What follows belongs to an exercise in optimizing a design on an open flow for small area, a short achievable clock period and few clock cycles per item; a production flow would make more cautious choices. The RTL was checked by simulation tests, not by an equivalence proof against the original design. No activity file was given, so power comes from the tool's default toggle rates.

==> flow/design.v (outline; a module is shown in full before it is edited, if it fits) <==
// module csa_3to2: 14 lines
// module pp_accumulator: 2252 lines
module pp_accumulator #(
   parameter int N = pp_pkg::N_DEF,
   parameter int K = pp_pkg::K_DEF
) (
   input  logic           clk,
   input  logic           rst,
   input  logic           in_valid,
   output logic           in_ready,
   input  logic [N*2*N-1:0] in_pp,
   output logic           out_valid,
   input  logic           out_ready,
   output logic [2*N-1:0] out_product
);
  // ...
==> flow/flow/run.sh <==
#!/bin/bash
# Own layout flow: the standard ORFS flow with two changes.
#  - Yosys's generic synth skips its early "abc -fast" pass (SYNTH_ARGS=-noabc) so the
#    3:2 counters of the adder tree reach extract_fa as written and map to full-adder
#    cells without polarity inverters between them. Registers are unchanged.
#  - Ports are buffered with sky130_fd_sc_hd__buf_1 instead of the default delay buffer.
set -euo pipefail
bash standard.sh SYNTH_ARGS=-noabc "BUFFER_PORTS_ARGS=-buffer_cell sky130_fd_sc_hd__buf_1" finish > flow_make.log 2>&1
==> flow/standard.sh <==
#!/bin/bash
# synth_recipe.tcl (not shown) runs the flow's synth.tcl, then flattens the netlist and writes it again
# the make line also repeats each setting of config.mk as NAME=value (left out here)
make -C /OpenROAD-flow-scripts/flow DESIGN_CONFIG=/design/flow/config.mk WORK_HOME=/design/flow/orfs CLKGATE_MAP_FILE= SYNTH_SCRIPT=/design/flow/synth_recipe.tcl "${@:-finish}"
==> flow/config.mk <==
export PLATFORM = sky130hd
export DESIGN_NAME = pp_accumulator
export DESIGN_NICKNAME = pp_accumulator
export VERILOG_FILES = /design/flow/design.v
export SDC_FILE = /design/flow/constraint.sdc
export NUM_CORES = 4
export LEC_CHECK = 0
export CAP_MARGIN = 20
export CORE_MARGIN = 2
export CORE_UTILIZATION = 40
export SETUP_SLACK_MARGIN = 2.0
export SLEW_MARGIN = 20
==> flow/constraint.sdc <==
create_clock -name core_clock -period 5.0 [get_ports {clk}]
set_input_delay 1.0000 -clock core_clock [delete_from_list [all_inputs] [get_ports {clk}]]
set_output_delay 1.0000 -clock core_clock [all_outputs]
set_load 0.01 [all_outputs]
==> impl_metrics.tcl, run 1 <==
set metrics [dict create \
    vias 9772 \
    arrival_ps 3260 \
    r2r-start "s2_q[0]" \
    setup.worst_path.end "s1_q[76]" \
    drt-pass1-iter-count 4 \
    wl_per_cell_um 17.45 \
    synthMuxAreaShare 0 \
    synth-edff-count 224 \
    synth.distinct_cells 46 \
    cts-resized-gates 2 \
    largest_class "multi-input combinational cells" \
    dieHeight_um 211.8 \
    finalHoldViolCount 0 \
    critPathMaxFanout 1 \
    sh_seq_area 0.3242 \
    r2r_cells 9 \
    gp_congestion 0.9958 \
    status "timing/DRC/antenna clean" \
    hold_slack_ps 310.6 \
    grtUsageTotal 0.1695 \
    pwr-share-clk 0.157 \
    cp_slowest_cell "fa_1" \
    synthAdderAreaFrac 0.5163 \
    clk_pin_slew_worst_paths_ps 60 \
    reg_top3 "s1_q x128, s2_q x64, out_product x32" \
    met1Wirelength_mm 14.73 \
    nets 2475 \
    end_kind "register" \
    use_met2 0.2983 \
    path_buf_inv 1 \
    clock_buffers 31 \
    top_power_group "combinational cells" \
    cp-start-kind "input port" \
    met2_length_mm 18.97 \
    route.detailed.drc 0 \
]
Testbench counts, summed over its fixed seeds: cycles 1,624, items 1,600.
==> inputs of run 2 (changes only) <==
--- a/flow/config.mk
+++ b/flow/config.mk
@@ -10,3 +10,3 @@
 export CORE_UTILIZATION = 40
-export SETUP_SLACK_MARGIN = 2.0
+export SETUP_SLACK_MARGIN = 2.4
 export SLEW_MARGIN = 20
==> impl_metrics.tcl, run 2 <==
set metrics [dict create \
    status "timing/DRC/antenna clean" \
    fin_crit_ps 2872 \
    synth_simple_gate_area_frac 0.02065 \
    nets 2495 \
    wl_per_cell_um 17.65 \
    period_share 0.5744 \
    crit_chain "buf_6 > fa_1 > fa_2 > fa_2 > fa_2" \
    layout_common_cells "buf_1 (488), fa_1 (312), edfxtp_1 (224), fa_2 (109), buf_6 (56)" \
    synth-edff-count 224 \
    drv_cap 0 \
    cp_common_cell "fa_2" \
    synth_area_um2 17270 \
    fin_area_um2 22160 \
    fmax_mhz 348.2 \
    use_met2 0.3081 \
    finalPower_mw 13.13 \
    yosys.area.top_type_share 0.4881 \
    place_area_um2 20110 \
    cp_slowest_stage_delay_ps 580 \
    top_usage_layer "met2" \
    critPathMaxFanout 1 \
    synthMuxAreaShare 0 \
    drt-total-wl_mm 37.54 \
    drt_iter0_markers 393 \
    dp_hpwl_mm 32.07 \
    clk_pin_slew_worst_paths_ps 60 \
    path_buf_inv 1 \
    route.detailed.drc 0 \
    antenna_found_initial 1 \
    grt_util_met3 0.02833 \
    fin_ws_ps 2128 \
    drt-pass1-iter-count 4 \
    grtUsageTotal 0.1709 \
    p_leak_nw 7.709 \
    ys_seq_area_frac 0.3939 \
    worstHoldPathType "input port to asynchronous set/reset pin" \
    fin_cells 2127 \
    portBuffers 549 \
    synth.distinct_cells 46 \
    async_flop_share 0.01322 \
    yosys-top-cells-area "fa_1 (49%), edfxtp_1 (39%), ha_1 (2.8%)" \
    initial_utilization 0.4026 \
    regMostFlops "s1_q" \
    grt_start_max_net_pins 66 \
    core_area_um2 42890 \
    viasPerCell 4.675 \
    finClkSkew_ps 13.71 \
    h-tree-depth 1 \
    pre_cts_slack_ps 1569 \
    cp-start-kind "input port" \
    final_common_cell "buf_1" \
    hold_slack_ps 320.6 \
    synth_top_area_cell "fa_1" \
    synth_xor_area_frac 0.02891 \
    finalHoldViolCount 0 \
    r2r_cells 8 \
    clockBufferDepth 3 \
    rsz0062_at_grt "true" \
    place_inst 2057 \
    p_per_area_nw_per_um2 592.7 \
    largest_reg_flops 128 \
    synth-compound-area-share 0.03601 \
    cts_tree "yes" \
    setup_tns_ps 0 \
    synth_common_cells "fa_1 (421), edfxtp_1 (224), xnor2_1 (44)" \
    dieHeight_um 211.8 \
    vias 9944 \
    cp.required_ps 5280 \
    criticalPathCategory "input port to register" \
    areaGrowthSynthToFinish_pct 28.30 \
    tightestPinTransition_ps 941.3 \
    grt_overflow 0 \
    gp_congestion 0.8574 \
    syn-instance-count 926 \
    cts_sinks 227 \
    finalSetupViolations 0 \
    synth_top_family_by_area "adder cells" \
    fp-row-count 76 \
    met1_usage 0.2161 \
    arrival_ps 3150 \
    synthAdderAreaFrac 0.5163 \
    final_util 0.5166 \
    synthesis.nets 1902 \
    synth_warnings 1 \
    drive_above_1_share 0.1798 \
    end_kind "register" \
    path_depth 5 \
    cts_root_buffer "clkbuf_16" \
    die_area_um2 44850 \
    antenna_violating_nets_post_route 0 \
    peakVddDrop_mv 0.2336 \
    cp_top_family "adder cells" \
    die_w_um 211.8 \
    grt_pass1_wl_mm 58.72 \
    cp_slowest_cell "fa_1" \
    cts_made_buffers 28 \
    finalMaxSlewViolations 0 \
    ys_ff_latch 227 \
    grt_pass1_vias 11614 \
    relSlewSlack 0.3725 \
    avgSynthCellArea_um2 18.65 \
    clk_latency_ps 540 \
    reg_top3 "s1_q x128, s2_q x64, out_product x32" \
    synth_ff_type "edfxtp_1" \
    pin_count 550 \
    yosysMostFrequentCell "fa_1" \
]
[run 2: per-layer routing]
layer,wire [um],part of all wire
met5,0,0
met4,835,0.022
met3,2002,0.053
met2,20100,0.54
met1,14600,0.39
[run 2: cells by family (layout without fill, tap and decap cells)]
kind of cell | Yosys count | in the layout
DFF | 227 | 227
buffers and inverters | 17 | 632
AOI/OAI and AO/OA | 92 | 92
xor gates and xnor gates | 57 | 57
and+or+nand+nor | 73 | 73
other | 0 | 1
adders and majority gates | 460 | 460
[run 2: final timing paths]
kind,from,end,slack (ps)
max,in_pp[211],s1_q[76],2130
min,rst,v[1],320
max reg2reg,s2_q[10],out_product[24],2430
min reg2reg,s1_q[3],s2_q[1],540
max in group asynchronous,rst,v[2],4550
min in group core_clock,s1_q[3],s2_q[1],540
[run 2: timing repair]
action	in CTS	in global routing
gates resized for setup	106	174
endpoints found under the setup margin	131	122
buffers inserted	4	13
hold buffers	0	0
pin swaps	111	112
[run 2: worst reg2reg max path, cell delays in order (launching register included)]
cell and delay, ps:
edfxtp_1 380, ha_1 440, nand3_2 150, nor3_4 230, nor3_4 70, o31ai_4 350, a21oi_4 130, o21a_4 250
o311a_1 320
[run 2: power by group]
group,switching [mW],internal (mW)
Clock,0.786,1.31
Combinational,3.59,3.19
Sequential,0.437,3.81
Total,4.82,8.32
[run 2: area by class of cell]
| type | count | area (um2) |
|---|---|---|
| Fill cell | 3628 | 20730 |
| Multi-Input combinational cell | 682 | 10970 |
| Sequential cell | 227 | 6802 |
| Timing Repair Buffer | 570 | 2640 |
| Clock buffer | 32 | 737.0 |
| Tap cell | 585 | 732.0 |
| Clock inverter | 20 | 230.2 |
| Inverter | 10 | 37.54 |
| Antenna cell | 1 | 2.502 |
==> inputs of run 3 (changes only) <==
--- a/flow/config.mk
+++ b/flow/config.mk
@@ -10,3 +10,2 @@
 export CORE_UTILIZATION = 40
-export SETUP_SLACK_MARGIN = 2.4
 export SLEW_MARGIN = 20
==> impl_metrics.tcl, run 3 <==
set metrics [dict create \
    cts_made_buffers 26 \
    hold_buffers 0 \
    dp_hpwl_mm 32.32 \
    status "timing/DRC/antenna clean" \
    grt_overflow 0 \
    synth_common_cells "fa_1 (421), edfxtp_1 (224), xnor2_1 (44)" \
    r2r_slack_ps 1730 \
    end_kind "register" \
    yosysMostFrequentCell "fa_1" \
    finClkSkew_ps 7.814 \
    antenna_violating_nets_post_route 0 \
    place_inst 2055 \
    setup_tns_ps 0 \
    p_leak_nw 7.288 \
    power_frac_comb 0.506 \
    arrival_ps 3520 \
    cp.required_ps 5260 \
    path_buf_inv 0 \
    die_w_um 211.8 \
    vias 9854 \
    core_area_um2 42890 \
    swShare 0.3741 \
    synth.distinct_cells 46 \
    critPathMaxFanout 3 \
    regMostFlops "s1_q" \
    h-tree-depth 1 \
    initial_utilization 0.4026 \
    dieHeight_um 211.8 \
    cts-resized-gates 0 \
    synth_warnings 1 \
    ys_seq_area_frac 0.3939 \
    synth_area_um2 17270 \
    power_frac_seq 0.353 \
    synth-edff-count 224 \
    n_fill_cell 3734 \
    synth_top_area_cell "fa_1" \
    peakVddDrop_mv 0.2214 \
    cp_slowest_cell "a211oi_1" \
    crit_chain "ha_1 > a211oi_1 > o211ai_1 > a31oi_1 > o21ai_1 > a211oi_1 > o211ai_1 > xor2_1" \
    finalSetupViolations 0 \
    drt_iter0_markers 374 \
    tightestPinTransition_ps 974.7 \
    gp_congestion 0.8745 \
    layout_common_cells "buf_1 (549), fa_1 (421), edfxtp_1 (224), xnor2_1 (44), ha_1 (39)" \
    drv_cap 0 \
    pwr-share-clk 0.141 \
    r2r_cells 8 \
    syn-instance-count 926 \
    relSlewSlack 0.3502 \
    period_share 0.6532 \
    yosys.area.top_type_share 0.4881 \
    grt_pass1_wl_mm 58.57 \
    reg_top3 "s1_q x128, s2_q x64, out_product x32" \
    cts_tree "yes" \
    cts_sinks 227 \
    cp-start-kind "register" \
    fmax_mhz 306.2 \
    cts_setup_buffers 0 \
    async_flop_share 0.01322 \
    pin_count 550 \
    fin_crit_ps 3266 \
    worstHoldPathType "input port to asynchronous set/reset pin" \
    grtUsageTotal 0.1706 \
    final_common_cell "buf_1" \
    fp-row-count 76 \
    fin_cells 2099 \
    clockBufferDepth 3 \
    grt_pass1_vias 11465 \
    yosys-top-cells-area "fa_1 (49%), edfxtp_1 (39%), ha_1 (2.8%)" \
    p_per_area_nw_per_um2 574.8 \
    route.detailed.drc 0 \
    drt-total-wl_mm 36.81 \
    largest_reg_flops 128 \
    synthesis.nets 1902 \
    drive_above_1_share 0.02974 \
    finalMaxSlewViolations 0 \
    avgSynthCellArea_um2 18.65 \
    ys_ff_latch 227 \
    finalHoldViolCount 0 \
    die_area_um2 44850 \
    cp_slowest_stage_delay_ps 670 \
    grt_start_max_net_pins 67 \
    criticalPathCategory "register to register" \
    clk_latency_ps 520 \
    cp_top_family "compound AO/OA/AOI/OAI gates" \
    r2r-start "s2_q[2]" \
    rsz0062_at_grt "false" \
    areaGrowthSynthToFinish_pct 20.60 \
    cts_root_buffer "clkbuf_16" \
    drt-pass1-iter-count 4 \
    portBuffers 549 \
    synth_ff_type "edfxtp_1" \
    p_sw_mw 4.478 \
    nets 2474 \
    r2r-end "out_product[29]" \
    antenna_found_initial 2 \
    clk_pin_slew_worst_paths_ps 60 \
    viasPerCell 4.695 \
    wl_per_cell_um 17.54 \
    internal-power_mw 7.491 \
]
run 3: cell types whose count changed in the layout (fill, tap and decap cells not counted), sizes merged:
cell | previous run | this run
clkinv | 12 | 8
bufinv | 5 | 0
inv | 11 | 10
buf | 563 | 551
clkbuf | 39 | 33
run 3: power groups by stage:
stage	Clock, mW	Combinational, mW	Sequential (mW)
after floorplan	0	4.22	4.23
after global routing	1.82	7.09	4.35
final	1.69	6.05	4.23
after CTS	1.75	6.24	4.26
after detailed placement	0	6.20	4.28
after global placement	0	6.10	4.26
run 3: worst reg2reg max path, delay by kind of cell, from the launching register on:
family	cells	cell delay [ps]
flip-flops	1	420
adder cells (fa/ha/maj)	1	330
AO/OA/AOI/OAI	6	2070
XOR/XNOR	1	180
run 3: worst max-delay path by stage:
stage / depth (start not counted) / from / end
2_1_floorplan: 2 / out_ready / s1_q[0]
3_3_place_gp: 5 / in_pp[19] / s1_q[76]
3_5_place_dp: 5 / in_pp[19] / s1_q[76]
4_1_cts: 8 / s2_q[2] / out_product[29]
5_1_grt: 8 / s2_q[2] / out_product[29]
6_report: 8 / s2_q[2] / out_product[29]
run 3: final cells by class:
| class | instances | area, um2 | share of cell area |
|---|---|---|---|
| antenna | 1 | 2.502 | 0.0001202 |
| sequential | 227 | 6802 | 0.3266 |
| timing repair buffer | 551 | 2088 | 0.1003 |
| clock inverter | 10 | 51.30 | 0.002463 |
| clock buffer | 33 | 698.2 | 0.03353 |
| tap | 585 | 732.0 | 0.03515 |
| inverter | 10 | 37.54 | 0.001802 |
| multi-input combinational | 682 | 10410 | 0.5001 |
run 3: cell families (layout without fill, tap and decap cells):
logic type	count (synthesis)	in the layout	synth area share
flip-flops	227	227	0.3939
XOR/XNOR	57	57	0.02891
AO/OA/AOI/OAI	92	92	0.03601
AND/OR/NAND/NOR	73	73	0.02065
adder cells (fa/ha/maj)	460	460	0.5163
other	0	1	0
buffers and inverters	17	604	0.004203
run 3: routing by layer:
layer	global-route usage	routed length [um]	up-vias
li1	-	-	4373
met1	0.2224	14750	5100
met2	0.3047	19430	341
met3	0.02908	2108	38
met4	0.02890	514	2
met5	0	12	-
run 3: stage by stage:
step,hold slack [ps],utilization,setup WS (ps),area [um2],power (mW)
6_report,344.4,0.4856,1734,20830,11.97
5_1_grt,333.3,0.4856,1404,20830,13.26
4_1_cts,315.5,0.4855,1699,20820,12.25
3_5_place_dp,537.4,0.4681,1477,20070,10.48
3_3_place_gp,521.5,0.4681,1491,20070,10.35
2_1_floorplan,478.6,-,1072,17270,8.449
==> inputs of run 4 (changes only) <==
--- a/flow/config.mk
+++ b/flow/config.mk
@@ -9,3 +9,5 @@
 export CORE_MARGIN = 2
-export CORE_UTILIZATION = 40
+export CORE_UTILIZATION = 60
+export PLACE_DENSITY = 0.75
+export SETUP_SLACK_MARGIN = 2.0
 export SLEW_MARGIN = 20
==> impl_metrics.tcl, run 4 <==
set metrics [dict create \
    status "timing/DRC/antenna clean" \
    grt_pass1_vias 11911 \
    drt_iter0_markers 562 \
    synth-compound-area-share 0.03601 \
    dp_hpwl_mm 31.65 \
    drv_cap 0 \
    ys_ff_latch 227 \
    worstHoldPathType "input port to asynchronous set/reset pin" \
    hold_buffers 0 \
    syn-instance-count 926 \
    die_area_um2 30150 \
    finClkSkew_ps 6.835 \
    synth-edff-count 224 \
    period_share 0.5851 \
    finalMaxSlewViolations 0 \
    synth_common_cells "fa_1 (421), edfxtp_1 (224), xnor2_1 (44)" \
    cp.required_ps 5240 \
    fmax_mhz 341.8 \
    drt-total-wl_mm 36.73 \
    finalHoldViolCount 0 \
    wl_per_cell_um 19.25 \
    yosysMostFrequentCell "fa_1" \
    layout_common_cells "buf_1 (549), fa_1 (421), edfxtp_1 (224), xnor2_1 (44), ha_1 (39)" \
    h-tree-depth 1 \
    synthesis.nets 1902 \
    pin_count 550 \
    p_leak_nw 7.324 \
    path_buf_inv 1 \
    die_w_um 173.6 \
    r2r-start "s2_q[22]" \
    rsz0062_at_grt "false" \
    core_area_um2 28550 \
    synth_simple_gate_area_frac 0.02065 \
    viasPerCell 5.274 \
    clk_pin_slew_worst_paths_ps 60 \
    cp_top_family "adder cells" \
    end_kind "register" \
    grt_pass1_wl_mm 59.11 \
    critPathMaxFanout 1 \
    clockBufferDepth 3 \
    grt_start_max_net_pins 76 \
    areaGrowthSynthToFinish_pct 19.67 \
    cp_slowest_cell "fa_1" \
    synth_top_area_cell "fa_1" \
    multi_input_area_um2 10430 \
    clk_latency_ps 510 \
    route.detailed.drc 0 \
    setup_tns_ps 0 \
    fp-row-count 62 \
    initial_utilization 0.6049 \
    grtUsageTotal 0.2569 \
    tightestPinTransition_ps 902.4 \
    criticalPathCategory "input port to register" \
    final_common_cell "buf_1" \
    cts_root_buffer "clkbuf_16" \
    regArea_um2 6802 \
    n_fill_cell 1864 \
    cp_slowest_stage_delay_ps 630 \
    avgSynthCellArea_um2 18.65 \
    synth_ff_type "edfxtp_1" \
    ys_seq_area_frac 0.3939 \
    peakVddDrop_mv 0.2921 \
    gp_congestion 0.9041 \
    startpoint "in_pp[17]" \
    relSlewSlack 0.3984 \
    cts_tree "yes" \
    largest_reg_flops 128 \
    synth_top_family_by_area "adder cells" \
    arrival_ps 3170 \
    reg_top3 "s1_q x128, s2_q x64, out_product x32" \
    regMostFlops "s1_q" \
    yosys-top-cells-area "fa_1 (49%), edfxtp_1 (39%), ha_1 (2.8%)" \
    nets 2475 \
    pre_cts_slack_ps 1561 \
    synth_xor_area_frac 0.02891 \
    yosys.area.top_type_share 0.4881 \
    synth_area_um2 17270 \
    synthMuxAreaShare 0 \
    portBuffers 549 \
    drive_above_1_share 0.03298 \
    grt_overflow 0 \
    synthAdderAreaFrac 0.5163 \
    async_flop_share 0.01322 \
    p_per_area_nw_per_um2 589.4 \
    cts_made_buffers 25 \
    drt-pass1-iter-count 7 \
    cts_sinks 227 \
    fin_crit_ps 2926 \
    finalSetupViolations 0 \
    antenna_found_initial 7 \
    antenna_violating_nets_post_route 0 \
    synth_warnings 1 \
    cp_common_cell "fa_1" \
    vias 10063 \
    fin_ws_ps 2074 \
    crit_chain "buf_1 > fa_1 > fa_1 > fa_1 > fa_1" \
    synth.distinct_cells 46 \
    dieHeight_um 173.6 \
    cp-start-kind "input port" \
    finalPower_mw 12.18 \
]
==> run 4: layer usage <==
metal | vias to the layer above | part of all wire | GRT usage
li1 | 4384 | - | -
met1 | 5193 | 0.37 | 0.3368
met2 | 395 | 0.53 | 0.4417
met3 | 91 | 0.058 | 0.03882
met4 | 0 | 0.043 | 0.1005
met5 | - | 0 | 0
==> run 4: through the flow <==
step           instance area (um2)    util  hold slack, ps  std cells
6_report                     20660  0.7238           339.8       1908
5_1_grt                      20660  0.7238           330.7       1908
4_1_cts                      20620  0.7224           320.1       1898
3_5_place_dp                 19820  0.6943           538.6       1854
3_3_place_gp                 19820  0.6943           522.0       1854
2_1_floorplan                17280       -           512.8        926
==> run 4: logic make-up after synthesis <==
group,count (synthesis)
adder cells (fa/ha/maj),460
flip-flops,227
AO/OA/AOI/OAI,92
AND/OR/NAND/NOR,73
XOR/XNOR,57
buffers and inverters,17
==> run 4: where the power goes <==
| part | total (mW) | switching [mW] | internal (mW) | leakage, nW |
|---|---|---|---|---|
| combinational | 6.16 | 3.40 | 2.76 | 4.61 |
| clock | 1.79 | 0.711 | 1.08 | 0.390 |
| sequential | 4.23 | 0.419 | 3.81 | 2.33 |
==> run 4: worst reg2reg max path: stages, from the launching register on <==
cell and delay, ps:
edfxtp_1 390, ha_1 440, a221o_1 350, a311o_1 360, nor3_2 330, o31ai_4 160, a31oi_1 270, o21ai_1 120
xor2_1 160
==> run 4: cell type report <==
type	count	area share
antenna	8	0.0009688
clock buffer	30	0.03167
clock inverter	14	0.006842
inverter	10	0.001817
multi-input combinational	682	0.5045
sequential	227	0.3292
tap	384	0.02325
timing repair buffer	553	0.1018
==> run 4: final timing paths <==
kind	to	slack [ps]	cells after the start
min reg2reg	out_product[0]	540	1
min	out_valid	340	2
max reg2reg	out_product[28]	2160	8
max in group asynchronous	v[2]	4540	2
min in group core_clock	out_product[0]	540	1
max	s1_q[68]	2070	5
==> run 4: repair_timing <==
| action | in CTS | in global routing |
|---|---|---|
| endpoints found under the setup margin | 2 | 2 |
| resized for setup | 1 | 1 |
| buffers inserted | 0 | 2 |
| pin swaps | 0 | 1 |

## what the ideal ports hide
The results above use ideal ports. As a check the final layouts listed here were re-extracted and re-timed, cells and wires unchanged. Step 1 assumes that a clkbuf_16 drives the clock port and a buf_2 every other input. Step 2 times the ports against the registers' clock, not the clock port: input delays grow and output delays shrink by t, the midpoint of the rising clock arrivals with the driver on. Slacks: ideal ports / drivers / drivers and shift; pairs: ideal ports / drivers.
| run | shift t [ns] | slack for setup (ns) | worst data-port slew with drivers (ns) | cell pins on the clock port's net |
|---|---|---|---|---|
| run 1 | 0.586 | 2.029 / 2.056 / 1.470 | 0.12 | 1 |
| run 2 | 0.584 | 2.128 / 2.145 / 1.561 | 0.10 | 1 |
| run 3 | 0.561 | 1.734 / 1.734 / 1.462 | 0.10 | 1 |
| run 4 | 0.555 | 2.074 / 2.098 / 1.543 | 0.11 | 1 |
After both steps every run listed still meets setup and hold. The setup slack of run 2, which loses most, moves by +0.017 ns with the drivers and by -0.567 ns with both steps.
